From an optimization exercise on the open Yosys and OpenROAD flow, aimed at a short achievable clock period and few clock cycles per item; shortcuts taken in it are not production practice. Where RTL was checked, it was by simulation tests only, not by an equivalence proof against the original. No functional check of the RTL was part of runs 1, 3 and 4. No activity file was given, so power comes from the tool's default toggle rates.

$ cat flow/flow/run.sh
#!/bin/bash
# The standard layout, except that synthesis leaves adders to ABC instead of
# mapping them onto the library's half- and full-adder cells, and the slow
# majority cell is kept out of the netlist.
set -euo pipefail
PLAT=$(sed -n '/^export DONT_USE_CELLS +=/,/[^\\]$/p' "$FLOW_HOME/platforms/sky130hd/config.mk" | sed -e 's/export DONT_USE_CELLS +=//' -e 's/\\//g' | tr -s ' \n' ' ')
SLOW="sky130_fd_sc_hd__maj3_* sky130_fd_sc_hd__or4_* sky130_fd_sc_hd__or4b_* sky130_fd_sc_hd__or4bb_* sky130_fd_sc_hd__nor4_* sky130_fd_sc_hd__nor4b_* sky130_fd_sc_hd__nor4bb_* sky130_fd_sc_hd__a2111o_* sky130_fd_sc_hd__o2111a_* sky130_fd_sc_hd__mux4_*"
echo "DONT_USE_CELLS=$PLAT $SLOW" > dont_use.txt
bash standard.sh ADDER_MAP_FILE= "DONT_USE_CELLS=$PLAT $SLOW" finish > flow.log 2>&1
$ cat flow/standard.sh
#!/bin/bash
# synth_recipe.tcl (not shown) runs the flow's synth.tcl, then flattens the netlist and writes it again
# the make line also repeats each setting of config.mk as NAME=value (left out here)
make -C /OpenROAD-flow-scripts/flow DESIGN_CONFIG=/design/flow/config.mk WORK_HOME=/design/flow/orfs CLKGATE_MAP_FILE= SYNTH_SCRIPT=/design/flow/synth_recipe.tcl "${@:-finish}"
$ cat flow/config.mk
export PLATFORM = sky130hd
export DESIGN_NAME = cpu16_backend
export DESIGN_NICKNAME = cpu16_backend
export VERILOG_FILES = /design/flow/design.v
export SDC_FILE = /design/flow/constraint.sdc
export NUM_CORES = 4
export LEC_CHECK = 0
export ABC_CLOCK_PERIOD_IN_PS = 1000
export CAP_MARGIN = 20
export CORE_MARGIN = 2
export CORE_UTILIZATION = 30
export PLACE_DENSITY = 0.5
export SETUP_SLACK_MARGIN = 3.2
export SLEW_MARGIN = 20
export TNS_END_PERCENT = 100
$ cat flow/constraint.sdc
create_clock -name core_clock -period 5.0 [get_ports {clk}]
set_input_delay 1.0000 -clock core_clock [delete_from_list [all_inputs] [get_ports {clk}]]
set_output_delay 1.0000 -clock core_clock [all_outputs]
set_load 0.01 [all_outputs]
$ cat flow/design.v
package cpu16_pkg;
    localparam int WORD_W   = 16;
    localparam int NUM_REGS = 8;
    localparam int REGVAL_W = NUM_REGS * WORD_W;
    localparam int RETIRE_W = 16 + 1 + WORD_W;
    localparam int CAP      = 7;
endpackage
`timescale 1ns/100ps
`timescale 1ns/100ps
import cpu16_pkg::*;
module alu_slice
(
    input  logic [7:0] op,
    input  logic [3:0] a,
    input  logic [3:0] b,
    input  logic       cin,      
    input  logic [3:0] sh,       
    input  logic [3:0] spill,    
    input  logic [3:0] imm,      
    input  logic [3:0] ld,       
    output logic [3:0] res,
    output logic       cout
);
    logic [4:0] add5;
    logic [4:0] sub5;
    logic [3:0] shl4;
    assign add5 = {1'b0, a} + {1'b0, b} + {4'd0, cin};
    assign sub5 = {1'b0, a} + {1'b0, ~b} + {4'd0, cin};
    assign shl4 = spill | ((sh[3:2] == 2'd0) ? (a << sh[1:0]) : 4'h0);
    assign cout = op[1] ? sub5[4] : add5[4];
    assign res = ({4{op[0]}} & add5[3:0])
               | ({4{op[1]}} & sub5[3:0])
               | ({4{op[2]}} & (a & b))
               | ({4{op[3]}} & (a | b))
               | ({4{op[4]}} & (a ^ b))
               | ({4{op[5]}} & shl4)
               | ({4{op[6]}} & imm)
               | ({4{op[7]}} & ld);
endmodule
`timescale 1ns/100ps
module data_mem
(
    input  logic [7:0]  addr,
    output logic [15:0] rdata
);
    logic hit;
    assign hit   = (addr[7:4] == 4'h0);
    assign rdata = hit ? {8'h10, addr[3:0], addr[3:0]} : 16'h0000;
endmodule
`timescale 1ns/100ps
`timescale 1ns/100ps
import cpu16_pkg::*;
module cpu16_backend
(
    input  logic    clk,
    input  logic    reset,
    input  logic    in_valid,
    output logic    in_ready,
    input  logic [15:0] in_instr,
    output logic    retire_valid,
    input  logic    retire_ready,
    output logic [32:0]  retire,
    output logic [REGVAL_W-1:0] regval
);
    logic [3:0]       s_v;
    logic [3:0][15:0] s_ins;
    logic [3:0][7:0]  s_op;
    logic [3:0][3:0]  s_a;
    logic [3:0][3:0]  s_b;
    logic [3:0]       s_cin;
    logic [3:0][3:0]  s_sh;       
    logic [3:0][3:0]  s_spill;    
    logic [3:0]       alow1;      
    logic [7:0]       alow2;
    logic [3:0]       pres1;      
    logic [7:0]       pres2;
    logic [11:0]      pres3;
    logic [3:0]       ldlo1;      
    logic [2:0]       ldk1;       
    logic             hit2;       
    logic             hit3;
    logic [3:0]       wb;
    logic [3:0]       isld;
    logic [3:0][3:0]  res;
    logic [3:0]       cout;
    logic             ld_late;    
    logic [3:0]       a1p;        
    logic [3:0]       ld_r0;      
    logic [7:0][3:0]  sr0, sr1, sr2, sr3;
    logic             r_v;        
    logic [15:0]      r_ins;
    logic [15:0]      r_res;
    logic [7:0]       r_we;       
    always_comb begin
        for (int k = 0; k < 4; k++) begin
            wb[k]   = s_v[k] && !s_ins[k][15];
            isld[k] = s_op[k][7];
        end
    end
    logic [4:0]  lo4;
    logic        imm4;
    logic        hit1;
    logic [15:0] ldw;
    assign lo4  = {1'b0, s_a[0]} + {1'b0, s_ins[0][3:0]};
    assign imm4 = s_ins[0][4];
    assign hit1 = (s_a[1] == 4'h0 && ldk1[0])
               || (s_a[1] == 4'hf && ldk1[1])
               || (s_a[1] == 4'he && ldk1[2]);
    data_mem u_mem (
        .addr  ({hit1 ? 4'h0 : 4'hf, ldlo1}),
        .rdata (ldw)
    );
    alu_slice u_s0 (
        .op (s_op[0]), .a (s_a[0]), .b (s_b[0]), .cin (s_cin[0]),
        .sh (s_b[0]), .spill (4'h0), .imm (s_ins[0][3:0]), .ld (ld_r0),
        .res (res[0]), .cout (cout[0])
    );
    alu_slice u_s1 (
        .op (s_op[1]), .a (s_a[1]), .b (s_b[1]), .cin (s_cin[1]),
        .sh (s_sh[1]), .spill (s_spill[1]), .imm (s_ins[1][7:4]), .ld (ldw[7:4]),
        .res (res[1]), .cout (cout[1])
    );
    alu_slice u_s2 (
        .op (s_op[2]), .a (s_a[2]), .b (s_b[2]), .cin (s_cin[2]),
        .sh (s_sh[2]), .spill (s_spill[2]), .imm (4'h0), .ld (4'h0),
        .res (res[2]), .cout (cout[2])
    );
    alu_slice u_s3 (
        .op (s_op[3]), .a (s_a[3]), .b (s_b[3]), .cin (s_cin[3]),
        .sh (s_sh[3]), .spill (s_spill[3]), .imm (4'h0), .ld ({3'b000, hit3}),
        .res (res[3]), .cout (cout[3])
    );
    logic        rdy;
    logic        accept;
    logic        stall;
    logic        w_v;
    logic [15:0] w_instr;
    logic        x_v;
    logic [15:0] x;
    logic [3:0]  xop;
    logic [7:0]  x1h;
    logic        m1a, m1b, m2a, m2b;
    logic [3:0]  iop;
    logic        iuse1;
    logic        iuse2;
    assign in_ready = rdy;
    assign accept   = in_valid && rdy;
    assign iop   = in_instr[15:12];
    assign iuse1 = iop <= 4'd5 || iop == 4'd7;
    assign iuse2 = iop <= 4'd5;
    assign stall = accept && wb[0] && isld[0] && ld_late
                && ((iuse1 && in_instr[7:5] == s_ins[0][10:8])
                 || (iuse2 && in_instr[4:2] == s_ins[0][10:8]));
    assign x_v  = w_v || (accept && !stall);
    assign x    = w_v ? w_instr : in_instr;
    assign xop  = x[15:12];
    always_comb begin
        x1h = '0;
        if (!xop[3])
            x1h[xop[2:0]] = 1'b1;
    end
    logic [3:0] v0_s1;
    assign v0_s1 = isld[1] ? ldw[3:0] : pres1;
    logic [3:0] ia, ib, wa, wb0;
    logic       m2wa, m2wb;
    assign m1a  = wb[0] && s_ins[0][10:8] == in_instr[7:5];
    assign m1b  = wb[0] && s_ins[0][10:8] == in_instr[4:2];
    assign m2a  = wb[1] && s_ins[1][10:8] == in_instr[7:5];
    assign m2b  = wb[1] && s_ins[1][10:8] == in_instr[4:2];
    assign m2wa = wb[1] && s_ins[1][10:8] == w_instr[7:5];
    assign m2wb = wb[1] && s_ins[1][10:8] == w_instr[4:2];
    logic [3:0] a1i, a1w;
    logic       l1i, l1w;
    assign a1i = (wb[2] && s_ins[2][10:8] == in_instr[7:5]) ? pres2[7:4]
               : sr1[in_instr[7:5]];
    assign a1w = (wb[2] && s_ins[2][10:8] == w_instr[7:5]) ? pres2[7:4]
               : sr1[w_instr[7:5]];
    assign l1i = m1a || (wb[1] && s_ins[1][10:8] == in_instr[7:5]);
    assign l1w = wb[1] && s_ins[1][10:8] == w_instr[7:5];
    assign ia  = m1a ? res[0] : m2a ? v0_s1 : sr0[in_instr[7:5]];
    assign ib  = m1b ? res[0] : m2b ? v0_s1 : sr0[in_instr[4:2]];
    assign wa  = m2wa ? v0_s1 : sr0[w_instr[7:5]];
    assign wb0 = m2wb ? v0_s1 : sr0[w_instr[4:2]];
    always_ff @(posedge clk) begin
        s_ins[0] <= x;
        s_op[0]  <= x1h;
        s_cin[0] <= xop == 4'd1;
        s_a[0]   <= w_v ? wa : ia;
        s_b[0]   <= w_v ? wb0 : ib;
        a1p      <= w_v ? a1w : a1i;
        ld_late  <= w_v ? l1w : l1i;
        w_instr  <= in_instr;
    end
    logic [3:0] wb_n;
    logic [3:0][2:0] rd_n;
    logic [3:0][3:0] v_n;
    logic [3:1] mka, mkb, nka, nkb;
    assign wb_n = {r_v && !r_ins[15], wb[3:1]};
    assign rd_n = {r_ins[10:8], s_ins[3][10:8], s_ins[2][10:8], s_ins[1][10:8]};
    assign v_n  = {r_res[15:12], pres3[11:8], pres2[7:4], v0_s1};
    always_comb begin
        for (int k = 1; k < 4; k++) begin
            mka[k] = wb[k] && s_ins[k][10:8] == s_ins[k-1][7:5];
            mkb[k] = wb[k] && s_ins[k][10:8] == s_ins[k-1][4:2];
            nka[k] = wb_n[k] && rd_n[k] == s_ins[k-1][7:5];
            nkb[k] = wb_n[k] && rd_n[k] == s_ins[k-1][4:2];
        end
    end
    logic       hit0;
    assign hit0    = (a1p == 4'h0 && !imm4 && !lo4[4])
                  || (a1p == 4'hf && (imm4 ^ lo4[4]))
                  || (a1p == 4'he && imm4 && lo4[4]);
    assign ld_r0   = hit0 ? lo4[3:0] : 4'h0;
    logic [15:0] spill_1;
    logic [15:0] spill_2;
    logic [15:0] spill_3;
    assign spill_1 = {12'h000, s_a[0]} << s_b[0];
    assign spill_2 = {8'h00, s_a[1], alow1} << s_sh[1];
    assign spill_3 = {4'h0, s_a[2], alow2} << s_sh[2];
    always_ff @(posedge clk) begin
        for (int k = 1; k < 4; k++) begin
            s_ins[k] <= s_ins[k-1];
            s_op[k]  <= s_op[k-1];
            s_cin[k] <= cout[k-1];
        end
        s_a[1] <= mka[1] ? res[1] : nka[1] ? v_n[1] : sr1[s_ins[0][7:5]];
        s_b[1] <= mkb[1] ? res[1] : nkb[1] ? v_n[1] : sr1[s_ins[0][4:2]];
        s_a[2] <= mka[2] ? res[2] : nka[2] ? v_n[2] : sr2[s_ins[1][7:5]];
        s_b[2] <= mkb[2] ? res[2] : nkb[2] ? v_n[2] : sr2[s_ins[1][4:2]];
        s_a[3] <= mka[3] ? res[3] : nka[3] ? v_n[3] : sr3[s_ins[2][7:5]];
        s_b[3] <= mkb[3] ? res[3] : nkb[3] ? v_n[3] : sr3[s_ins[2][4:2]];
        s_sh[1] <= s_b[0];
        s_sh[2] <= s_sh[1];
        s_sh[3] <= s_sh[2];
        s_spill[1] <= spill_1[7:4];
        s_spill[2] <= spill_2[11:8];
        s_spill[3] <= spill_3[15:12];
        alow1 <= s_a[0];
        alow2 <= {s_a[1], alow1};
        pres1 <= res[0];
        pres2 <= {res[1], v0_s1};
        pres3 <= {res[2], pres2};
        ldlo1 <= lo4[3:0];
        ldk1  <= {imm4 && lo4[4], imm4 ^ lo4[4], !imm4 && !lo4[4]};
        hit2  <= ldw[12];
        hit3  <= hit2;
    end
    always_ff @(posedge clk) begin
        for (int i = 0; i < NUM_REGS; i++) begin
            if (reset) begin
                sr0[i] <= '0;
                sr1[i] <= '0;
                sr2[i] <= '0;
                sr3[i] <= '0;
            end else begin
                if (wb_n[0] && rd_n[0] == 3'(i))
                    sr0[i] <= v_n[0];
                if (wb_n[1] && rd_n[1] == 3'(i))
                    sr1[i] <= v_n[1];
                if (wb_n[2] && rd_n[2] == 3'(i))
                    sr2[i] <= v_n[2];
                if (wb_n[3] && rd_n[3] == 3'(i))
                    sr3[i] <= v_n[3];
            end
        end
    end
    always_ff @(posedge clk) begin
        r_ins <= s_ins[3];
        r_res <= {res[3], pres3};
        for (int i = 0; i < NUM_REGS; i++)
            r_we[i] <= !reset && wb[3] && s_ins[3][10:8] == 3'(i);
    end
    logic [CAP-1:0][15:0] q_instr;
    logic [CAP-1:0]       q_wr;
    logic [CAP-1:0][15:0] q_res;
    logic [CAP-1:0][7:0]  q_we;
    logic [CAP-1:0]       qv_r;
    logic [CAP:0]         qv;
    logic                 pop;
    logic                 push;
    logic                 keep0;
    logic [15:0]          h_instr;
    logic                 h_wr;
    logic [15:0]          h_res;
    logic                 h_v;
    logic [NUM_REGS-1:0][15:0] vr;
    logic [NUM_REGS-1:0]  vr_we;
    assign qv    = {1'b0, qv_r};
    assign pop   = qv[0] && retire_ready;
    assign push  = r_v;
    assign keep0 = qv[0] && !retire_ready;
    assign h_v     = qv[1] || push;
    assign h_instr = qv[1] ? q_instr[1] : r_ins;
    assign h_wr    = qv[1] ? q_wr[1]    : !r_ins[15];
    assign h_res   = qv[1] ? q_res[1]   : r_res;
    always_ff @(posedge clk) begin
        for (int k = 1; k < CAP; k++) begin
            if (!(qv[k] && !pop)) begin
                if (k + 1 < CAP && qv[k+1]) begin
                    q_instr[k] <= q_instr[k+1];
                    q_wr[k]    <= q_wr[k+1];
                    q_res[k]   <= q_res[k+1];
                    q_we[k]    <= q_we[k+1];
                end else begin
                    q_instr[k] <= r_ins;
                    q_wr[k]    <= !r_ins[15];
                    q_res[k]   <= r_res;
                    q_we[k]    <= r_we;
                end
            end
        end
    end
    always_ff @(posedge clk) begin
        if (reset) begin
            q_instr[0] <= '0;
            q_wr[0]    <= 1'b0;
            q_res[0]   <= '0;
        end else if (!keep0) begin
            q_instr[0] <= h_instr;
            q_wr[0]    <= h_wr;
            q_res[0]   <= h_res;
        end
    end
    assign vr_we = {NUM_REGS{!keep0}} & (qv[1] ? q_we[1] : r_we);
    always_ff @(posedge clk) begin
        for (int i = 0; i < NUM_REGS; i++) begin
            if (reset)
                vr[i] <= '0;
            else if (vr_we[i])
                vr[i] <= h_res;
        end
    end
    logic [CAP-1:0] fl;
    logic [CAP:0]   fl_up;
    logic [CAP:0]   fl_dn;
    logic           room;
    assign fl_up = {fl, 1'b1};
    assign fl_dn = {1'b0, 1'b0, fl[CAP-1:1]};
    assign room  = (accept && !pop) ? !fl[CAP-2] : (pop && !accept) ? 1'b1 : !fl[CAP-1];
    always_ff @(posedge clk) begin
        if (reset) begin
            s_v  <= '0;
            w_v  <= 1'b0;
            r_v  <= 1'b0;
            qv_r <= '0;
            fl   <= '0;
            rdy  <= 1'b1;
        end else begin
            s_v  <= {s_v[2:0], x_v};
            w_v  <= stall;
            r_v  <= s_v[3];
            for (int k = 0; k < CAP; k++) begin
                if (pop)
                    qv_r[k] <= qv[k+1] || (push && qv[k]);
                else
                    qv_r[k] <= qv[k] || (push && (k == 0 || qv[k-1]));
            end
            if (accept && !pop)
                fl <= fl_up[CAP-1:0];
            else if (pop && !accept)
                fl <= fl_dn[CAP-1:0];
            rdy  <= room && !stall;
        end
    end
    assign retire_valid = qv[0];
    assign retire       = {q_instr[0], q_wr[0], q_res[0]};
    always_comb begin
        for (int i = 0; i < NUM_REGS; i++)
            regval[i*WORD_W +: WORD_W] = vr[i];
    end
endmodule
==> impl_results.md, run 1 <==
- Nets: 3,500
- Max transition margin: 0.391
- CTS max path bufs: 3
- Reg2reg path depth: 9
- Vias per cell: 4.92
- Antenna-violating nets left: 0
- Worst Hold Path Cells: 0
- Clk_skew: approximately 0.026 ns
- Final Core Density: 0.388
- TritonCTS Sinks: 816
- Initial antenna violation count: 3
- Tcrit/Tclk final: 0.428
- Sequential area share after synthesis: 0.537
- Crit start category: flip-flop
- CP endpoint kind: primary output
- Worst R2R End: s_a[3]
- GPL Wtd Cong: just under 0.8
- Main synth FF type: dfxtp_1
- Syn Nets: 3,254
- PwrDens: 356 nW/um^2
- CP Data Required Time: approximately 4 ns
- Fraction of layout cells with a size suffix above 1: 0.358
- Worst r2r src: s_b[0]
- Most common cell in the synthesized netlist: dfxtp_1
- Mean area per synthesized cell: 10.8 sq um
- Final setup vio count: 0
- Synth area leader: dfxtp_1
- Via count: between 20,000 and 25,000
- Fillers: around 11,000
- Clk Latency, worst-skew pair: about 0.67 ns
- Initial Utilization: 0.302
- Tightest Hold Check Type: flip-flop to flip-flop
- CP Max Fanout: 2
- Ant. Diodes: 0
- Multi-input gate area: 16,200 sq um
- Number of global-route vias before repair: ~24,000
- Dpl cells: 4,707
- RSZ-0062 raised after global routing: yes
- Post-synth EDFFs: 246
- Final std cells w/o fill: roughly 5,000
- Post-layout min period: roughly 2.1 ns
- #FFs+latches synth: 816
- FMAX: 467 MHz
- Post-synth cell types: ~70
- Least-Margin Pin Slew: 0.896 ns
- Final hold violations: 0
- CTS tree: built
- Detailed Routing Iterations Pass 1: 6
- TritonCTS Buffers: a little over 90
- Syn Std Cell Area: ~35,000 sq um
- LEAKAGE: 0.0172 uW
- GR Overflow Total: 0
- TNS Setup: 0 ns
- Area Overhead vs Synth: 28.6%
- Chip width: 346 um
- Iter 0 DRT Violations: 1,624
- Max rail drop VDD: 0.244 mV
- Crit. path cell count: 1
- CP max stage delay: 0.35 ns
- Clock slew at reported path FFs: 0.06 ns
- Root buffer cell: clkbuf_16
- Pin count of the biggest net entering global routing: ~120
- # IOs: 183
- Synth top area share: 0.326
- CP max-delay cell: dfxtp_4
- Die area: 120,000 sq um
- Area contributors post-synth: dfxtp_1 33%, edfxtp_1 21%, mux2_2 9.0%, mux2i_1 7.6%, a211oi_1 5.8%
- Worst Setup EP: in_ready
- Max-cap violations: 0
- Critical Path, Cell by Cell: buf_6
- Crit path buffers/inverters: 1
- H-tree depth: 3
- Wirelength per Cell: roughly 19 um
- Post-route DRC: 0
- Final wirelength: ~97 mm
- Port bufs: 182
- Slew Viols, Final: 0
- Die Y: 346 um
- Crit. Startpoint: rdy
- Site row count: 125
- CP arrival: 1.14 ns
- FFs w/ async S/R, synth: 0
- R2r setup slk: 2.95 ns
- Core Box Area: 116,000 sq um
- Total GRT Usage: 0.156
- Reg area: 19,200 sq um
- First-pass GRT wire length: about 150 mm
- Mapped Cells: between 3,000 and 4,000
- DP Wirelength: 59.1 mm
- Status: no timing/DRC/antenna violations
- Synth top cells by count: 570 x dfxtp_1, 396 x nor2_1, 279 x mux2_2, 269 x a211oi_1, 265 x mux2i_1
- Power Total: 16,000 uW
- Critical path's top delay family: flip-flops
- Critical setup path kind: flip-flop to primary output
- Yosys warning total: 6
[registers in the layout (all words and copies together) (netlist names), 12 cells and up]
signal,count
s_op,30
s_sh,12
q_we,48
sr0,32
sr3,32
r_ins,16
vr,128
q_instr,112
s_a,16
sr2,32
pres3,12
w_instr,16
sr1,32
s_ins,64
s_spill,12
q_res,112
r_res,16
s_b,16
[cells in the final DEF, fill, tap and decap left out, drive strengths merged, types with 23 or more instances in the layout]
| cell | netlist | final |
|---|---|---|
| nor2b | 87 | 87 |
| clkbuf | 170 | 133 |
| nor2 | 396 | 404 |
| edfxtp | 246 | 246 |
| buf | 106 | 403 |
| xnor2 | 77 | 77 |
| dfxtp | 570 | 570 |
| nand2 | 163 | 163 |
| a21oi | 114 | 114 |
| nand4 | 23 | 23 |
| inv | 35 | 38 |
| mux2i | 265 | 265 |
| a211oi | 269 | 269 |
| o211ai | 66 | 66 |
| o21ai | 102 | 102 |
| mux2 | 279 | 279 |
| nand3 | 30 | 30 |
[what timing repair did]
item                        CTS  global route
setup endpoints to repair   885           397
hold buffers                  0             0
pin swaps                    49            45
cloned                       11             3
buffers inserted             92            98
resized for setup          1276           142
[report_power, final]
group | switching, uW | internal [uW]
logic | 687 | 645
registers | 361 | 7170
clock network | 2800 | 4390
total | 3850 | 12200
[cell families after synthesis]
group,count (synthesis),share of synthesized area
xor gates and xnor gates,98,0.0251
and+or+nand+nor,797,0.103
buffers and inverters,311,0.0394
AOI/OAI and AO/OA,668,0.130
DFF,816,0.537
muxes,544,0.165
[stage by stage]
step,hold WS (ns),cell area [sq um],worst slack [ns]
2_1_floorplan,0.310,35500,2.76
3_3_place_gp,0.310,38100,1.39
3_5_place_dp,0.312,38200,1.39
4_1_cts,0.325,43700,2.81
5_1_grt,0.327,45100,2.83
6_report,0.322,45100,2.86
[cell type report]
type,instances,share of cell area
clock buffers,128,0.0623
clock inverters,38,0.0103
inverters,35,0.00300
multi-input cells,2116,0.360
flip-flops and latches,816,0.426
well taps,1524,0.0423
repair buffers,420,0.0970
[per-layer routing]
metal | track usage | up-vias | wire (um)
li1 | - | 12200 | -
met1 | 0.213 | 12100 | 45700
met2 | 0.254 | 516 | 44600
met3 | 0.0265 | 145 | 4600
met4 | 0.0440 | 2 | 2230
met5 | 0 | - | 12
[worst min path at each step]
stage,from,end,slack (ns)
final,pres3[3],r_res[3],0.32
after global routing,pres3[3],r_res[3],0.33
after CTS,s_ins[13],s_ins[29],0.33
after detailed placement,s_ins[48],r_ins[0],0.31
after global placement,s_ins[49],r_ins[1],0.31
after floorplan,hit2,hit3,0.31
==> inputs of run 2 (changes only) <==
--- a/flow/design.v
+++ b/flow/design.v
@@ -171,11 +171,10 @@
     assign m2wb = wb[1] && s_ins[1][10:8] == w_instr[4:2];
     logic [3:0] a1i, a1w;
-    logic       l1i, l1w;
-    assign a1i = (wb[2] && s_ins[2][10:8] == in_instr[7:5]) ? pres2[7:4]
+    assign a1i = (wb[1] && s_ins[1][10:8] == in_instr[7:5]) ? res[1]
+               : (wb[2] && s_ins[2][10:8] == in_instr[7:5]) ? pres2[7:4]
                : sr1[in_instr[7:5]];
-    assign a1w = (wb[2] && s_ins[2][10:8] == w_instr[7:5]) ? pres2[7:4]
+    assign a1w = (wb[1] && s_ins[1][10:8] == w_instr[7:5]) ? res[1]
+               : (wb[2] && s_ins[2][10:8] == w_instr[7:5]) ? pres2[7:4]
                : sr1[w_instr[7:5]];
-    assign l1i = m1a || (wb[1] && s_ins[1][10:8] == in_instr[7:5]);
-    assign l1w = wb[1] && s_ins[1][10:8] == w_instr[7:5];
     assign ia  = m1a ? res[0] : m2a ? v0_s1 : sr0[in_instr[7:5]];
     assign ib  = m1b ? res[0] : m2b ? v0_s1 : sr0[in_instr[4:2]];
@@ -189,5 +188,5 @@
         s_b[0]   <= w_v ? wb0 : ib;
         a1p      <= w_v ? a1w : a1i;
-        ld_late  <= w_v ? l1w : l1i;
+        ld_late  <= !w_v && m1a;
         w_instr  <= in_instr;
     end
--- a/flow/flow/run.sh
+++ b/flow/flow/run.sh
@@ -1,6 +1,11 @@
 #!/bin/bash
-# The standard layout, except that synthesis leaves adders to ABC instead of
-# mapping them onto the library's half- and full-adder cells, and the slow
-# majority cell is kept out of the netlist.
+# The standard layout (standard.sh: ORFS with the standard flow's own synthesis script,
+# config and constraints), with two changes to how synthesis maps logic:
+#  - ADDER_MAP_FILE is empty, so adders are left to ABC instead of being
+#    mapped onto the library's half- and full-adder cells (ripple chains);
+#  - a few slow cells (majority, 4-input or/nor, a2111o/o2111a, mux4) are
+#    added to the platform's don't-use list.
+# Registers, their names and cell types are those of the standard synthesis.
+# make's full output goes to flow.log; each ORFS step logs under orfs/logs.
 set -euo pipefail
 PLAT=$(sed -n '/^export DONT_USE_CELLS +=/,/[^\\]$/p' "$FLOW_HOME/platforms/sky130hd/config.mk" | sed -e 's/export DONT_USE_CELLS +=//' -e 's/\\//g' | tr -s ' \n' ' ')
--- a/flow/config.mk
+++ b/flow/config.mk
@@ -9,6 +9,6 @@
 export CAP_MARGIN = 20
 export CORE_MARGIN = 2
-export CORE_UTILIZATION = 30
-export PLACE_DENSITY = 0.5
+export CORE_UTILIZATION = 40
+export PLACE_DENSITY = 0.6
 export SETUP_SLACK_MARGIN = 3.2
 export SLEW_MARGIN = 20
==> impl_results.md, run 2 <==
- Most common cell in the synthesized netlist: dfxtp_1
- Clock slew at reported path FFs: 0.06 ns
- Syn Nets: around 3,300
- Total net switching power: 3720 uW
- Crit path buffers/inverters: 1
- CP Max Fanout: 2
- Syn Std Cell Area: about 35,000 sq um
- Least-Margin Pin Slew: 0.897 ns
- Reg2reg path depth: 7
- Max reg flops: 128
- Number of global-route vias before repair: 24,300
- CP arrival: around 1.1 ns
- Hold path startpoint: s_ins[29]
- Clk Latency, worst-skew pair: 0.65 ns
- FMAX: ~470 MHz
- CP endpoint kind: primary output
- H-tree depth: 3
- Worst Hold Path Cells: 0
- Chip width: around 300 um
- CP Data Required Time: 4.00 ns
- TritonCTS Buffers: between 80 and 90
- Fillers: 7,809
- Port bufs: 182
- Status: no timing/DRC/antenna violations
- Critical path's top delay family: flip-flops
- DP Wirelength: 57.6 mm
- Tcrit/Tclk final: 0.424
- Vias per cell: 5.36
- FFs w/ async S/R, synth: 0
- Sequential area share after synthesis: 0.532
- Yosys warning total: 6
- First-pass GRT wire length: 143 mm
- Total GRT Usage: 0.199
- Max rail drop VDD: 0.296 mV
- Nets: 3,540
- Main synth FF type: dfxtp_1
- Antenna-violating nets left: 0
- Part of the power in registers: 0.484
- Die area: 90,800 sq um
- Final hold violations: 0
- Synth top cells by count: 570 x dfxtp_1, 420 x nor2_1, 324 x mux2i_1, 283 x a211oi_1, 246 x edfxtp_1
- GPL Wtd Cong: 0.838
- Slew Viols, Final: 0
- Mean area per synthesized cell: 10.8 sq um
- Crit start category: flip-flop
- CTS tree: built
- Synth area leader: dfxtp_1
- Ant. Diodes: 0
- Pint: 11,700 uW
- Wirelength per Cell: 19.7 um
- Max transition margin: 0.402
- R2r setup slk: 2.92 ns
- Worst r2r src: s_ins[2]
- Detailed Routing Iterations Pass 1: 7
- Iter 0 DRT Violations: 1,711
- TritonCTS Sinks: 816
- CP max-delay cell: dfxtp_4
- Initial antenna violation count: 1
- WHS: 0.313 ns
- Site row count: 109
- LEAKAGE: 0.0172 uW
- Hold endpoint: s_ins[45]
- Die Y: 301 um
- # IOs: 183
- Synth top area share: 0.323
- Max-cap violations: 0
- Mapped Cells: 3,274
- Final Core Density: 0.509
- TNS Setup: 0 ns
- Tightest Hold Check Type: flip-flop to flip-flop
- Final wirelength: 93.7 mm
- Core Box Area: 88,000 sq um
- #FFs+latches synth: 816
- Largest registers: vr x128, q_instr x112, q_res x112
- Fraction of layout cells with a size suffix above 1: 0.343
- Pin count of the biggest net entering global routing: ~110
- Initial Utilization: 0.402
- Area contributors post-synth: dfxtp_1 32%, edfxtp_1 21%, mux2i_1 9.2%, mux2_2 7.7%, a211oi_1 6.0%
- Post-synth cell types: 76
- Area Overhead vs Synth: 26.6%
- Post-synth EDFFs: 246
- Root buffer cell: clkbuf_16
- CP max stage delay: 0.36 ns
- PwrDens: 345 nW/um^2
- Critical Path, Cell by Cell: buf_6
- RSZ-0062 raised after global routing: yes
- Post-route DRC: 0
- CTS max path bufs: 3
- Via count: 25,500
- Most frequent cells in the layout: 386 x nor2_1, 342 x dfxtp_1, 306 x mux2i_1, 257 x a211oi_1, 246 x edfxtp_1
- Worst R2R End: s_a[2]
- Final setup vio count: 0
- Post-layout min period: roughly 2.1 ns
- Critical setup path kind: flip-flop to primary output
- Dpl cells: 4,390
- Clk pwr share: 0.433
- Largest Register: vr
- GR Overflow Total: 0
- Clk_skew: around 0.028 ns
- Commonest non-fill, non-tap cell in the layout: nor2_1
- Logic gate share of total power: 0.083
- Final std cells w/o fill: 4,755
- Switching fraction of total power: 0.241
==> run 2: changes by cell type after synthesis, moves of 14 or more <==
cell	change
mux2i_1	+59
o211ai_1	-47
mux2_2	-38
o21ai_0	-37
nand2_1	-36
a21oi_1	+28
nor2_1	+24
inv_1	+17
a211oi_1	+14
buf_2	-14
==> run 2: how the worst max path moves through the flow <==
stage	depth (start not counted)	end	start	slack, ns
floorplan	7	s_a[1]	in_instr[5]	2.70
global placement	7	s_b[0]	in_instr[3]	1.58
global route	1	retire_valid	qv_r[0]	2.85
finish	1	retire_valid	qv_r[0]	2.88
detailed placement	7	s_b[0]	in_instr[3]	1.54
CTS	1	retire_valid	qv_r[0]	2.83
==> run 2: worst reg2reg max path, cell delays in order, from the launching register on <==
cell	delay, ns
dfxtp_4	0.35
buf_12	0.14
a221oi_4	0.30
a311oi_4	0.08
or3_4	0.38
o211ai_1	0.17
o2111ai_4	0.21
a221o_1	0.34
==> run 2: power groups by stage <==
stage | clock network (uW) | registers [uW] | logic [uW]
after floorplan | 0 | 7390 | 850
after global placement | 0 | 7590 | 991
after detailed placement | 0 | 7590 | 1000
after CTS | 6830 | 7460 | 1200
after global routing | 7090 | 7510 | 1380
final | 6690 | 7470 | 1290
==> run 2: timing repair <==
item | 4_1_cts | 5_1_grt
gates cloned | 16 | 1
setup endpoints to repair | 785 | 417
hold buffers | 0 | 0
pin swaps | 55 | 38
buffers inserted | 106 | 83
gates resized for setup | 1264 | 117
==> run 2: area by class of cell <==
type / count / area, sq um / share of cell area
clock inverter: 29 / 412 / 0.00920
multi-input combinational: 2149 / 16600 / 0.371
sequential: 816 / 19100 / 0.428
inverter: 54 / 215 / 0.00481
tap: 1165 / 1460 / 0.0326
timing repair buffer: 412 / 4300 / 0.0962
clock buffer: 130 / 2610 / 0.0584
==> run 2: metrics by stage <==
stage	total power [uW]	setup slack [ns]	area, sq um
after floorplan	8240	2.70	35900
final	15400	2.88	44800
after global routing	16000	2.85	44800
after detailed placement	8590	1.54	38100
after CTS	15500	2.83	43600
after global placement	8580	1.58	38100
==> run 2: cells by family after synthesis <==
family,Yosys count,synth area share
flops,816,0.532
compound gates,667,0.131
mux,565,0.169
buf+inv,322,0.0394
xor+xnor,102,0.0255
simple gates,802,0.104
==> run 2: layer usage <==
| metal | up-vias | GRT usage | share of wire |
|---|---|---|---|
| met3 | 138 | 0.0329 | 0.054 |
| met4 | 0 | 0.0546 | 0.022 |
| met5 | - | 0 | 0 |
| met2 | 650 | 0.335 | 0.48 |
| met1 | 12300 | 0.265 | 0.45 |
| li1 | 12400 | - | - |
Testbench counts of run 2, summed over its fixed seeds: cycles 3,258, instructions 3,200.
==> inputs of run 3 (changes only) <==
--- a/flow/design.v
+++ b/flow/design.v
@@ -84,7 +84,4 @@
     logic [3:0][3:0]  res;
     logic [3:0]       cout;
-    logic             ld_late;    
-    logic [3:0]       a1p;        
-    logic [3:0]       ld_r0;      
     logic [7:0][3:0]  sr0, sr1, sr2, sr3;
     logic             r_v;        
@@ -99,8 +96,16 @@
     end
     logic [4:0]  lo4;
+    logic [4:0]  lo4z;
     logic        imm4;
     logic        hit1;
     logic [15:0] ldw;
+    logic        ga, gb;
+    logic        miss;
+    logic [3:0]  az, bz;
+    assign az   = ga ? 4'h0 : s_a[0];
+    assign bz   = gb ? 4'h0 : s_b[0];
+    assign miss = (ga || gb) && !hit1;
     assign lo4  = {1'b0, s_a[0]} + {1'b0, s_ins[0][3:0]};
+    assign lo4z = {1'b0, az} + {1'b0, s_ins[0][3:0]};
     assign imm4 = s_ins[0][4];
     assign hit1 = (s_a[1] == 4'h0 && ldk1[0])
@@ -111,9 +116,18 @@
         .rdata (ldw)
     );
+    logic [3:0] res0a, res0z;
+    logic       cout0a, cout0z;
     alu_slice u_s0 (
         .op (s_op[0]), .a (s_a[0]), .b (s_b[0]), .cin (s_cin[0]),
-        .sh (s_b[0]), .spill (4'h0), .imm (s_ins[0][3:0]), .ld (ld_r0),
-        .res (res[0]), .cout (cout[0])
+        .sh (s_b[0]), .spill (4'h0), .imm (s_ins[0][3:0]), .ld (lo4[3:0]),
+        .res (res0a), .cout (cout0a)
     );
+    alu_slice u_s0z (
+        .op (s_op[0]), .a (az), .b (bz), .cin (s_cin[0]),
+        .sh (bz), .spill (4'h0), .imm (s_ins[0][3:0]), .ld (lo4z[3:0]),
+        .res (res0z), .cout (cout0z)
+    );
+    assign res[0]  = miss ? res0z : res0a;
+    assign cout[0] = miss ? cout0z : cout0a;
     alu_slice u_s1 (
         .op (s_op[1]), .a (s_a[1]), .b (s_b[1]), .cin (s_cin[1]),
@@ -133,26 +147,10 @@
     logic        rdy;
     logic        accept;
-    logic        stall;
-    logic        w_v;
-    logic [15:0] w_instr;
-    logic        x_v;
-    logic [15:0] x;
     logic [3:0]  xop;
     logic [7:0]  x1h;
     logic        m1a, m1b, m2a, m2b;
-    logic [3:0]  iop;
-    logic        iuse1;
-    logic        iuse2;
     assign in_ready = rdy;
     assign accept   = in_valid && rdy;
-    assign iop   = in_instr[15:12];
-    assign iuse1 = iop <= 4'd5 || iop == 4'd7;
-    assign iuse2 = iop <= 4'd5;
-    assign stall = accept && wb[0] && isld[0] && ld_late
-                && ((iuse1 && in_instr[7:5] == s_ins[0][10:8])
-                 || (iuse2 && in_instr[4:2] == s_ins[0][10:8]));
-    assign x_v  = w_v || (accept && !stall);
-    assign x    = w_v ? w_instr : in_instr;
-    assign xop  = x[15:12];
+    assign xop      = in_instr[15:12];
     always_comb begin
         x1h = '0;
@@ -162,32 +160,16 @@
     logic [3:0] v0_s1;
     assign v0_s1 = isld[1] ? ldw[3:0] : pres1;
-    logic [3:0] ia, ib, wa, wb0;
-    logic       m2wa, m2wb;
-    assign m1a  = wb[0] && s_ins[0][10:8] == in_instr[7:5];
-    assign m1b  = wb[0] && s_ins[0][10:8] == in_instr[4:2];
-    assign m2a  = wb[1] && s_ins[1][10:8] == in_instr[7:5];
-    assign m2b  = wb[1] && s_ins[1][10:8] == in_instr[4:2];
-    assign m2wa = wb[1] && s_ins[1][10:8] == w_instr[7:5];
-    assign m2wb = wb[1] && s_ins[1][10:8] == w_instr[4:2];
-    logic [3:0] a1i, a1w;
-    assign a1i = (wb[1] && s_ins[1][10:8] == in_instr[7:5]) ? res[1]
-               : (wb[2] && s_ins[2][10:8] == in_instr[7:5]) ? pres2[7:4]
-               : sr1[in_instr[7:5]];
-    assign a1w = (wb[1] && s_ins[1][10:8] == w_instr[7:5]) ? res[1]
-               : (wb[2] && s_ins[2][10:8] == w_instr[7:5]) ? pres2[7:4]
-               : sr1[w_instr[7:5]];
-    assign ia  = m1a ? res[0] : m2a ? v0_s1 : sr0[in_instr[7:5]];
-    assign ib  = m1b ? res[0] : m2b ? v0_s1 : sr0[in_instr[4:2]];
-    assign wa  = m2wa ? v0_s1 : sr0[w_instr[7:5]];
-    assign wb0 = m2wb ? v0_s1 : sr0[w_instr[4:2]];
+    assign m1a = wb[0] && s_ins[0][10:8] == in_instr[7:5];
+    assign m1b = wb[0] && s_ins[0][10:8] == in_instr[4:2];
+    assign m2a = wb[1] && s_ins[1][10:8] == in_instr[7:5];
+    assign m2b = wb[1] && s_ins[1][10:8] == in_instr[4:2];
     always_ff @(posedge clk) begin
-        s_ins[0] <= x;
+        s_ins[0] <= in_instr;
         s_op[0]  <= x1h;
         s_cin[0] <= xop == 4'd1;
-        s_a[0]   <= w_v ? wa : ia;
-        s_b[0]   <= w_v ? wb0 : ib;
-        a1p      <= w_v ? a1w : a1i;
-        ld_late  <= !w_v && m1a;
-        w_instr  <= in_instr;
+        s_a[0]   <= m1a ? res[0] : m2a ? v0_s1 : sr0[in_instr[7:5]];
+        s_b[0]   <= m1b ? res[0] : m2b ? v0_s1 : sr0[in_instr[4:2]];
+        ga       <= m1a && isld[0];
+        gb       <= m1b && isld[0];
     end
     logic [3:0] wb_n;
@@ -206,13 +188,8 @@
         end
     end
-    logic       hit0;
-    assign hit0    = (a1p == 4'h0 && !imm4 && !lo4[4])
-                  || (a1p == 4'hf && (imm4 ^ lo4[4]))
-                  || (a1p == 4'he && imm4 && lo4[4]);
-    assign ld_r0   = hit0 ? lo4[3:0] : 4'h0;
     logic [15:0] spill_1;
     logic [15:0] spill_2;
     logic [15:0] spill_3;
-    assign spill_1 = {12'h000, s_a[0]} << s_b[0];
+    assign spill_1 = miss ? ({12'h000, az} << bz) : ({12'h000, s_a[0]} << s_b[0]);
     assign spill_2 = {8'h00, s_a[1], alow1} << s_sh[1];
     assign spill_3 = {4'h0, s_a[2], alow2} << s_sh[2];
@@ -229,5 +206,5 @@
         s_a[3] <= mka[3] ? res[3] : nka[3] ? v_n[3] : sr3[s_ins[2][7:5]];
         s_b[3] <= mkb[3] ? res[3] : nkb[3] ? v_n[3] : sr3[s_ins[2][4:2]];
-        s_sh[1] <= s_b[0];
+        s_sh[1] <= miss ? bz : s_b[0];
         s_sh[2] <= s_sh[1];
         s_sh[3] <= s_sh[2];
@@ -235,11 +212,12 @@
         s_spill[2] <= spill_2[11:8];
         s_spill[3] <= spill_3[15:12];
-        alow1 <= s_a[0];
+        alow1 <= miss ? az : s_a[0];
         alow2 <= {s_a[1], alow1};
         pres1 <= res[0];
         pres2 <= {res[1], v0_s1};
         pres3 <= {res[2], pres2};
-        ldlo1 <= lo4[3:0];
-        ldk1  <= {imm4 && lo4[4], imm4 ^ lo4[4], !imm4 && !lo4[4]};
+        ldlo1 <= miss ? lo4z[3:0] : lo4[3:0];
+        ldk1  <= miss ? {imm4 && lo4z[4], imm4 ^ lo4z[4], !imm4 && !lo4z[4]}
+                      : {imm4 && lo4[4], imm4 ^ lo4[4], !imm4 && !lo4[4]};
         hit2  <= ldw[12];
         hit3  <= hit2;
@@ -340,5 +318,4 @@
         if (reset) begin
             s_v  <= '0;
-            w_v  <= 1'b0;
             r_v  <= 1'b0;
             qv_r <= '0;
@@ -346,6 +323,5 @@
             rdy  <= 1'b1;
         end else begin
-            s_v  <= {s_v[2:0], x_v};
-            w_v  <= stall;
+            s_v  <= {s_v[2:0], accept};
             r_v  <= s_v[3];
             for (int k = 0; k < CAP; k++) begin
@@ -359,5 +335,5 @@
             else if (pop && !accept)
                 fl <= fl_dn[CAP-1:0];
-            rdy  <= room && !stall;
+            rdy  <= room;
         end
     end
==> flow/flow/run.sh (replaced) <==
#!/bin/bash
# The standard layout, except that synthesis leaves adders to ABC instead of
# mapping them onto the library's half- and full-adder cells.
set -euo pipefail
bash standard.sh ADDER_MAP_FILE= finish > flow.log 2>&1
--- a/flow/config.mk
+++ b/flow/config.mk
@@ -9,6 +9,6 @@
 export CAP_MARGIN = 20
 export CORE_MARGIN = 2
-export CORE_UTILIZATION = 40
-export PLACE_DENSITY = 0.6
+export CORE_UTILIZATION = 30
+export PLACE_DENSITY = 0.5
 export SETUP_SLACK_MARGIN = 3.2
 export SLEW_MARGIN = 20
==> impl_results.md, run 3 <==
- Core Box Area: 109,000 sq um
- Least-Margin Pin Slew: 0.818 ns
- # IOs: 183
- CP endpoint kind: flip-flop
- Via count: 22,500
- Main synth FF type: dfxtp_1
- LEAKAGE: 0.0160 uW
- Fraction of layout cells with a size suffix above 1: 0.385
- Area contributors post-synth: dfxtp_1 33%, edfxtp_1 22%, mux2_2 7.5%, mux2i_1 5.6%, mux4_2 4.7%
- Wirelength per Cell: ~19 um
- CP Data Required Time: 5.50 ns
- Chip width: 335 um
- Port bufs: 182
- Site row count: 121
- PwrDens: 338 nW/um^2
- Clock slew at reported path FFs: 0.06 ns
- #FFs+latches synth: roughly 800
- DP Wirelength: 54.7 mm
- RSZ-0062 raised after global routing: yes
- Post-synth EDFFs: 246
- Critical setup path kind: flip-flop to flip-flop
- Nets: approximately 3,100
- Syn Std Cell Area: 32,900 sq um
- FMAX: 454 MHz
- Synth top area share: 0.334
- Pin count of the biggest net entering global routing: roughly 130
- Area Overhead vs Synth: 28.3%
- Power Total: 14,300 uW
- Initial antenna violation count: 1
- Crit path buffers/inverters: 1
- Syn Nets: 2,864
- Critical path's top delay family: compound AO/OA/AOI/OAI gates
- Iter 0 DRT Violations: 1,226
- Tcrit/Tclk final: 0.440
- Post-route DRC: 0
- Vias per cell: 4.90
- CTS tree: built
- FFs w/ async S/R, synth: 0
- CP max-delay cell: a2111o_1
- Post-layout min period: 2.20 ns
- CTS max path bufs: 3
- Root buffer cell: clkbuf_16
- Critical Path, Cell by Cell: buf_6, nand2b_4, maj3_2, a32oi_2, xnor2_1, a2111o_1, o22ai_4, a22oi_1
- CP max stage delay: 0.43 ns
- Initial Utilization: 0.302
- CP Max Fanout: 5
- Synth top cells by count: 550 x dfxtp_1, 378 x nor2_1, 246 x edfxtp_1, 218 x mux2_2, 198 x a211oi_1
- Met2 wire len: 41.6 mm
- Met3 wire length: 3.64 mm
- Hold Buf Count CTS: 0
- Post-synth cell types: 73
- Fillers: 10,500
- Antenna-violating nets left: 0
- Largest Register: vr
- GPL Wtd Cong: 0.789
- Yosys warning total: 6
- Most frequent cells in the layout: 352 x nor2_1, 324 x dfxtp_1, 246 x edfxtp_1, 210 x mux2_2, 196 x dfxtp_2
- Max rail drop VDD: 0.237 mV
- Largest registers: vr x128, q_instr x112, q_res x112
- Sequential area share after synthesis: 0.559
- First-pass GRT wire length: ~130 mm
- Clk Latency, worst-skew pair: about 0.68 ns
- Max transition margin: 0.454
- GR Overflow Total: 0
- CP arrival: 2.70 ns
- Final wirelength: around 86 mm
- Crit start category: flip-flop
- WL met1: slightly below 40 mm
- Final hold violations: 0
- Slew Viols, Final: 0
- Commonest non-fill, non-tap cell in the layout: nor2_1
- Most common cell in the synthesized netlist: dfxtp_1
- Status: no timing/DRC/antenna violations
- Mapped Cells: 2,844
- TNS Setup: 0 ns
- Die Y: 335 um
- Max-cap violations: 0
- Total GRT Usage: 0.148
- Clk_skew: 0.0431 ns
- TritonCTS Sinks: 796
- Mean area per synthesized cell: between 10 and 15 sq um
- H-tree depth: 3
- Number of global-route vias before repair: 21,900
- Tightest Hold Check Type: flip-flop to flip-flop
- Max reg flops: 128
- Top Metal Used: met4
- Final setup vio count: 0
- TritonCTS Buffers: 88
- Synth area leader: dfxtp_1
- Detailed Routing Iterations Pass 1: 5
- Die area: 112,000 sq um
[run 3: changes by cell type after synthesis, moves of 16 or more]
cell and change:
mux2_2 -23, o211ai_1 +16, buf_2 -28, dfxtp_1 -20, nand3_1 -20, maj3_1 +16, a21o_1 -16, a211oi_1 -85
mux4_2 +68, mux2i_1 -141, a21oi_1 -70, nor2b_1 -73, o21ai_0 +29, nor2_1 -42
[run 3: cells by family (layout without fill, tap and decap cells)]
logic type	count (synthesis)	after routing	share of synthesized area
adders and majority gates	18	18	0.00555
DFF	796	796	0.559
buffers and inverters	286	616	0.0373
AOI/OAI and AO/OA	509	509	0.106
xor gates and xnor gates	105	105	0.0279
and+or+nand+nor	661	667	0.0877
other	0	2	0
muxes	469	469	0.177
[run 3: area by class of cell]
type	instances	area (sq um)	share of cell area
flip-flops and latches	796	18800	0.444
diodes	2	5.00	0.000118
clock buffers	129	2640	0.0625
well taps	1414	1770	0.0419
inverters	51	198	0.00468
clock inverters	36	488	0.0116
repair buffers	400	3990	0.0944
multi-input cells	1768	14400	0.341
[run 3: path summary, 6_finish.rpt]
path	from	endpoint	slack (ns)	cells past startpoint
worst max register to register	s_b[0]	s_b[3]	2.80	8
worst min-delay path	s_ins[46]	s_ins[62]	0.31	0
worst max-delay path	s_b[0]	s_b[3]	2.80	8
worst min register to register	s_ins[46]	s_ins[62]	0.31	0
[run 3: where the power goes]
group | internal [uW] | total, uW | leakage (uW) | switching (uW)
registers | 6810 | 7000 | 0.00742 | 186
clock network | 4030 | 6770 | 0.00153 | 2740
logic | 262 | 526 | 0.00704 | 264
total | 11100 | 14300 | 0.0160 | 3200
[run 3: repair_timing]
| action | CTS | global route |
|---|---|---|
| endpoints found under the setup margin | 851 | 467 |
| buffers inserted | 81 | 99 |
| cloned | 4 | 4 |
| resized for setup | 1215 | 128 |
| pin swaps | 45 | 57 |
[run 3: metal layers]
| layer | vias to the layer above | track usage |
|---|---|---|
| met5 | - | 0 |
| met4 | 0 | 0.0402 |
| met3 | 141 | 0.0254 |
| met2 | 466 | 0.249 |
| met1 | 11000 | 0.194 |
| li1 | 10900 | - |
[run 3: through the flow]
step	cell area (sq um)	worst slack [ns]	utilization	hold WS [ns]	cells
5_1_grt	42200	2.75	0.388	0.318	4594
4_1_cts	40900	2.80	0.376	0.308	4491
2_1_floorplan	33300	2.65	-	0.310	2844
3_5_place_dp	36000	1.65	0.331	0.312	4241
6_report	42200	2.80	0.388	0.308	4596
3_3_place_gp	36000	1.64	0.331	0.310	4241
[run 3: worst register-to-register path: stages (launching register included)]
cell	delay (ns)
dfxtp_4	0.41
buf_6	0.12
nand2b_4	0.07
maj3_2	0.35
a32oi_2	0.26
xnor2_1	0.10
a2111o_1	0.43
o22ai_4	0.25
a22oi_1	0.09
==> inputs of run 4 (changes only) <==
--- a/flow/config.mk
+++ b/flow/config.mk
@@ -6,5 +6,5 @@
 export NUM_CORES = 4
 export LEC_CHECK = 0
-export ABC_CLOCK_PERIOD_IN_PS = 1000
+export ABC_CLOCK_PERIOD_IN_PS = 2000
 export CAP_MARGIN = 20
 export CORE_MARGIN = 2
==> impl_results.md, run 4 <==
- Status: no timing/DRC/antenna violations
- Core Box Area: 109,000 sq um
- Final wirelength: ~86 mm
- Part of the power in registers: 0.490
- H-tree depth: 3
- LEAKAGE: 0.0160 uW
- Clk_skew: 0.0431 ns
- Synth area leader: dfxtp_1
- Area contributors post-synth: dfxtp_1 33%, edfxtp_1 22%, mux2_2 7.5%, mux2i_1 5.6%, mux4_2 4.7%
- Hold path startpoint: s_ins[46]
- Fin area: between 40,000 and 50,000 sq um
- TNS Setup: 0 ns
- Pint: 11,100 uW
- CP arrival: 2.70 ns
- Final hold violations: 0
- Root buffer cell: clkbuf_16
- Syn Std Cell Area: 32,900 sq um
- Max transition margin: 0.454
- Least-Margin Pin Slew: 0.818 ns
- Total GRT Usage: 0.148
- Worst R2R End: s_b[3]
- Post-synth cell types: 73
- Initial antenna violation count: 1
- Sequential area share after synthesis: 0.559
- Final std cells w/o fill: roughly 4,600
- Max-cap violations: 0
- Worst Setup EP: s_b[3]
- Worst r2r src: s_b[0]
- Clk pwr share: 0.474
- GR Overflow Total: 0
- Critical setup path kind: flip-flop to flip-flop
- Pin count of the biggest net entering global routing: about 130
- Switching fraction of total power: 0.224
- Synth top area share: 0.334
- TritonCTS Sinks: 796
- Iter 0 DRT Violations: about 1,200
- Initial Utilization: 0.302
- Area of placed instances: 36,000 sq um
- Main synth FF type: dfxtp_1
- Crit start category: flip-flop
- Site row count: 121
- Most common cell in the synthesized netlist: dfxtp_1
- Synth top cells by count: 550 x dfxtp_1, 378 x nor2_1, 246 x edfxtp_1, 218 x mux2_2, 198 x a211oi_1
- CP Data Required Time: between 5 and 6 ns
- Clock slew at reported path FFs: 0.06 ns
- Max rail drop VDD: 0.237 mV
- #FFs+latches synth: approximately 800
- # IOs: 183
- RSZ-0062 raised after global routing: yes
- Dpl cells: 4,241
- Die Y: 335 um
- Vias per cell: approximately 4.9
- Port bufs: 182
- Post-route DRC: 0
- Largest registers: vr x128, q_instr x112, q_res x112
- Commonest non-fill, non-tap cell in the layout: nor2_1
- Tcrit/Tclk final: 0.440
- Largest Register: vr
- Most frequent cells in the layout: 352 x nor2_1, 324 x dfxtp_1, 246 x edfxtp_1, 210 x mux2_2, 196 x dfxtp_2
- Die area: 112,000 sq um
- Fraction of layout cells with a size suffix above 1: 0.385
- Power Total: 14,300 uW
- Logic gate share of total power: 0.037
- Mean area per synthesized cell: approximately 12 sq um
- TritonCTS Buffers: 88
- PwrDens: 338 nW/um^2
- Final setup vio count: 0
- Post-layout min period: 2.20 ns
- Slew Viols, Final: 0
- GPL Wtd Cong: just under 0.8
- R2r setup slk: 2.80 ns
- FMAX: 454 MHz
- First-pass GRT wire length: 131 mm
- Clk Latency, worst-skew pair: slightly below 0.7 ns
- Detailed Routing Iterations Pass 1: 5
- FFs w/ async S/R, synth: 0
- Syn Nets: 2,864
- CTS tree: built
- Via count: between 20,000 and 25,000
- Area Overhead vs Synth: 28.3%
- Final Core Density: 0.388
- Chip width: 335 um
- Antenna-violating nets left: 0
- Nets: 3,125
- DP Wirelength: 54.7 mm
- Reg2reg path depth: 8
- Tightest Hold Check Type: flip-flop to flip-flop
- Crit. Startpoint: s_b[0]
- Number of global-route vias before repair: 21,900
- Yosys warning total: 6
- Total net switching power: between 3000 and 4000 uW
- Wirelength per Cell: 18.7 um
- Max reg flops: around 130
- Mapped Cells: 2,844
- CP endpoint kind: flip-flop
- Worst Hold Path Cells: 0
- CP Max Fanout: 5
- Post-synth EDFFs: 246
- CTS max path bufs: 3
==> run 4: cell counts after synthesis <==
No cell type changed its count.
==> run 4: how the worst min path moves through the flow <==
stage,to,slack [ns]
after floorplan,hit3,0.31
after global placement,r_res[2],0.31
after detailed placement,r_res[4],0.31
after CTS,s_ins[62],0.31
after global routing,s_ins[62],0.32
final,s_ins[62],0.31
==> run 4: critical path, cell delays in order, from the launching register on <==
cell and delay (ns):
dfxtp_4 0.41, buf_6 0.12, nand2b_4 0.07, maj3_2 0.35, a32oi_2 0.26, xnor2_1 0.10, a2111o_1 0.43, o22ai_4 0.25
a22oi_1 0.09
==> run 4: area by class of cell <==
cell class	count	area [sq um]
Antenna cell	2	5.00
Clock buffer	129	2640
Clock inverter	36	488
Fill cell	10500	66600
Inverter	51	198
Multi-Input combinational cell	1768	14400
Sequential cell	796	18800
Tap cell	1414	1770
Timing Repair Buffer	400	3990
==> run 4: stage by stage <==
| step | worst slack [ns] | hold WS (ns) |
|---|---|---|
| after floorplan | 2.65 | 0.310 |
| after global placement | 1.64 | 0.310 |
| after detailed placement | 1.65 | 0.312 |
| after CTS | 2.80 | 0.308 |
| after global routing | 2.75 | 0.318 |
| final | 2.80 | 0.308 |
==> run 4: kinds of logic (layout without fill, tap and decap cells) <==
kind of cell / after synthesis / after routing / synth area share
XOR/XNOR: 105 / 105 / 0.0279
AND/OR/NAND/NOR: 661 / 667 / 0.0877
other: 0 / 2 / 0
multiplexers: 469 / 469 / 0.177
flip-flops: 796 / 796 / 0.559
buffers and inverters: 286 / 616 / 0.0373
adder cells (fa/ha/maj): 18 / 18 / 0.00555
AO/OA/AOI/OAI: 509 / 509 / 0.106
==> run 4: what timing repair did <==
action	4_1_cts	5_1_grt
setup buffers	81	99
gates resized for setup	1215	128
hold buffers	0	0
gates cloned	4	4
pin swaps	45	57
hold endpoints to repair	0	0
endpoints found under the setup margin	851	467
==> run 4: per-layer routing <==
layer,GRT usage,part of all wire
met5,0,0
met4,0.0402,0.023
met3,0.0254,0.042
met2,0.249,0.48
met1,0.194,0.45
==> run 4: power by group through the flow <==
| stage | clock, uW | sequential (uW) | combinational (uW) |
|---|---|---|---|
| 2_1_floorplan | 0 | 7010 | 389 |
| 3_3_place_gp | 0 | 7140 | 450 |
| 3_5_place_dp | 0 | 7150 | 453 |
| 4_1_cts | 6960 | 7000 | 494 |
| 5_1_grt | 7230 | 7020 | 569 |
| 6_report | 6770 | 7000 | 526 |

-- what the ideal ports hide --
The results above use ideal ports. As a check the final layouts listed here were re-extracted and re-timed, cells and wires unchanged. Step 1 (the two cells are an assumption about what drives the block):
set clk [get_ports {clk}]
set_driving_cell -lib_cell sky130_fd_sc_hd__clkbuf_16 $clk
set_driving_cell -lib_cell sky130_fd_sc_hd__buf_2 [delete_from_list [all_inputs] $clk]
Step 2 also shifts input and output timing later by t, the mid clock arrival at the registers, as if the neighbouring blocks saw the same clock. a / b / c = ideal ports / drivers / drivers and shift; a / b = the first two.
| run | t, ns | setup WS [ns] | worst data-port slew with drivers (ns) |
|---|---|---|---|
| run 1 | 0.718 | 2.861 / 2.797 / 2.283 | 0.07 |
| run 2 | 0.699 | 2.881 / 2.820 / 2.365 | 0.06 |
| run 3 | 0.720 | 2.798 / 2.791 / 2.302 | 0.08 |
| run 4 | 0.720 | 2.798 / 2.791 / 2.302 | 0.08 |
After both steps every run listed still meets setup and hold. For run 1, which loses most, drivers alone change the setup slack by -0.064 ns; drivers and shift together by -0.578 ns.
